From an optimization exercise on the open Yosys and OpenROAD flow, aimed at small area; shortcuts taken in it are not production practice.
The RTL was checked by simulation tests, not by an equivalence proof against the original design.
No activity file was given, so power comes from the tool's default toggle rates.

== the reference run ==
==> flow/design.v (excerpt) <==
module ex_mem_top (
   input  logic        CLK,
   input  logic        nRST,
   input  logic [3:0]  aluop,
   input  logic [31:0] porta,
   input  logic [31:0] portb,
   input  logic [31:0] imm,
   input  logic [31:0] pcn,
   input  logic [1:0]  br_kind,
   input  logic [1:0]  memtoreg,
   input  logic        regwrite,
   input  logic        memread,
   input  logic        memwrite,
   input  logic        halt,
   input  logic [4:0]  dest,
   output logic        ex_ready,
   output logic        branch_taken,
   output logic [31:0] branch_target,
   output logic        cyc,
   output logic        stb,
   output logic        we,
   output logic [31:0] adr,
   output logic [31:0] wdata,
   output logic [3:0]  sel,
   input  logic [31:0] rdata,
   input  logic        ack,
   output logic        retire_valid,
   output logic        retire_regwrite,
   output logic        retire_halt,
   output logic [4:0]  retire_dest,
   output logic [31:0] retire_data
);
For scale: ~1100 cells after synthesis, roughly 110 flip-flops, ~0.010 sq mm of cells after synthesis.
clock: 7.5 ns
lec_check: 0
cap_margin: 20
core_margin: 2
core_utilization: 40
slew_margin: 20
standard.sh (not shown) runs the stock make flow with config.mk's settings and CLKGATE_MAP_FILE= SYNTH_SCRIPT=/design/flow/synth_recipe.tcl, a recipe that flattens the netlist after the stock synthesis.
==> flow/flow/run.sh <==
#!/bin/bash
# The standard ORFS layout, except:
#  - synthesis maps the adders (kept as their own modules until the final flatten) with
#    abc_keep.script and the rest of the logic with the area-oriented abc.script;
#    registers, their names and all other synthesis steps are the standard flow's own
#  - every input and output port gets the smallest buffer, sky130_fd_sc_hd__buf_1
set -euo pipefail
here=$(pwd)
export MY_ABC_SCRIPT=$here/flow/abc.script
export MY_ABC_SCRIPT_KEEP=$here/flow/abc_keep.script
export BUFFER_PORTS_ARGS="-buffer_cell sky130_fd_sc_hd__buf_1"
bash standard.sh SYNTH_SCRIPT=$here/flow/synth.tcl "SYNTH_KEEP_MODULES=adder_alu adder_br" finish > orfs_make.log 2>&1
==> flow/flow/abc.script <==
strash
&get -n
&deepsyn -T 30
&put
dch -f
amap
topo
upsize -c
dnsize -c
stime -c
==> flow/flow/abc_keep.script <==
strash
&get -n
&nf
&put
topo
stime -c
==> flow/flow/synth.tcl <==
proc synth {args} { yosys synth -nofsm -noshare {*}$args }
if {[info exists ::env(MY_ABC_SCRIPT)] && $::env(MY_ABC_SCRIPT) ne ""} {
  proc abc {args} {
    set i [lsearch -exact $args -script]
    if {$i >= 0} { lset args [expr {$i + 1}] $::env(MY_ABC_SCRIPT) }
    if {[info exists ::env(SYNTH_KEEP_MODULES)] && $::env(SYNTH_KEEP_MODULES) ne ""} {
      set sargs $args
      if {$i >= 0} { lset sargs [expr {$i + 1}] [expr {[info exists ::env(MY_ABC_SCRIPT_KEEP)] ? $::env(MY_ABC_SCRIPT_KEEP) : "$::env(SCRIPTS_DIR)/abc_speed.script"}] }
      puts "abc speed on $::env(SYNTH_KEEP_MODULES)"
      yosys abc {*}$sargs {*}$::env(SYNTH_KEEP_MODULES)
      puts "abc with script $::env(MY_ABC_SCRIPT) on $::env(DESIGN_NAME)"
      yosys abc {*}$args $::env(DESIGN_NAME)
    } else {
      puts "abc with script $::env(MY_ABC_SCRIPT)"
      yosys abc {*}$args
    }
  }
}
source $::env(SCRIPTS_DIR)/synth.tcl
# left out here: clear keep_hierarchy, flatten, clean up, hide names made inside functions, write 1_2_yosys.v
Modified inputs, the trial run compared to the reference run
==> flow/flow/abc.script <==
strash
dc2
dch -f
amap
topo
upsize -c
dnsize -c
stime -c
--- outcome ---
Compared to the reference run, the routing of the trial run uses less wire. The reference run → the trial run: post-synthesis share of cell area spent on and, or, nand and nor gates moved up; fraction of met1 tracks used by global routing fell 5.9 points; average size of a mapped cell down 0.82 sq um; cts-stage hold buffer count held. The trial run -> the reference run: hold slack flat. Final area sits higher in the trial run than in the reference run. Fraction of power consumed by combinational cells, the trial run and the reference run: larger value in the reference run.

ex_mem_top, a different RTL version from the one above (not shown whole).
For scale: ~1,000 cells after synthesis, ~110 flip-flops, about 330 I/O pins, about 9200 um2 of cells after synthesis.
export LEC_CHECK = 0
export CAP_MARGIN = 20
export CORE_MARGIN = 2
export CORE_UTILIZATION = 40
export CTS_CLUSTER_DIAMETER = 100
export CTS_CLUSTER_SIZE = 30
export SLEW_MARGIN = 20
create_clock -name core_clock -period 7.5 [get_ports {CLK}]
==> flow/flow/abc.script <==
strash
&get -n
&deepsyn -J 100
&put
dch -f
amap
topo
upsize -c
dnsize -c
stime -c
Scripts as last shown in full above: flow/flow/run.sh, flow/flow/abc_keep.script, flow/flow/synth.tcl
Next try:
- CTS_CLUSTER_DIAMETER: 100 -> not set
- CTS_CLUSTER_SIZE: 30 -> not set
Result: The changed run produced a clean layout. Critical path depth does not change. Maximum frequency stays the same. Via count stays the same. Synthesized area is unchanged. Wire length does not change. Die area does not change. Worst hold slack is unchanged. Total power is unchanged. Worst setup slack is unchanged. Non-clock buffer count does not change.

afterwards: timing with drivers on the ports:
How much do the figures lean on ideal ports? The routed layouts below were timed once more, with nothing changed but the port constraints.
Step 1 assumes that a clkbuf_16 drives the clock port and a buf_2 every other input.
Step 2 also shifts input and output timing later by t, the mid clock arrival at the registers, as if the neighbouring blocks saw the same clock.
a / b / c = ideal ports / drivers / drivers and shift; a / b = the first two.
run | t (ns) | slack for setup (ns) | hold slack, ns | latest minus earliest clock arrival (ns) | pins driven straight from the clock port
the reference run | 0.420 | 1.086 / 1.062 / 0.781 | 0.490 / 0.490 / 0.490 | 0.015 / 0.015 | 1
the trial run | 0.417 | 0.592 / 0.572 / 0.558 | 0.492 / 0.492 / 0.492 | 0.016 / 0.016 | 1
the first run of note 2 | 0.406 | 0.602 / 0.580 / 0.580 | 0.491 / 0.491 / 0.491 | 0.018 / 0.018 | 1
the second run of note 2 | 0.406 | 0.602 / 0.580 / 0.580 | 0.491 / 0.491 / 0.491 | 0.018 / 0.018 | 1
After both steps every run listed still meets setup and hold. The setup slack of the reference run, which loses most, moves by -0.024 ns with the drivers and by -0.305 ns with both steps.
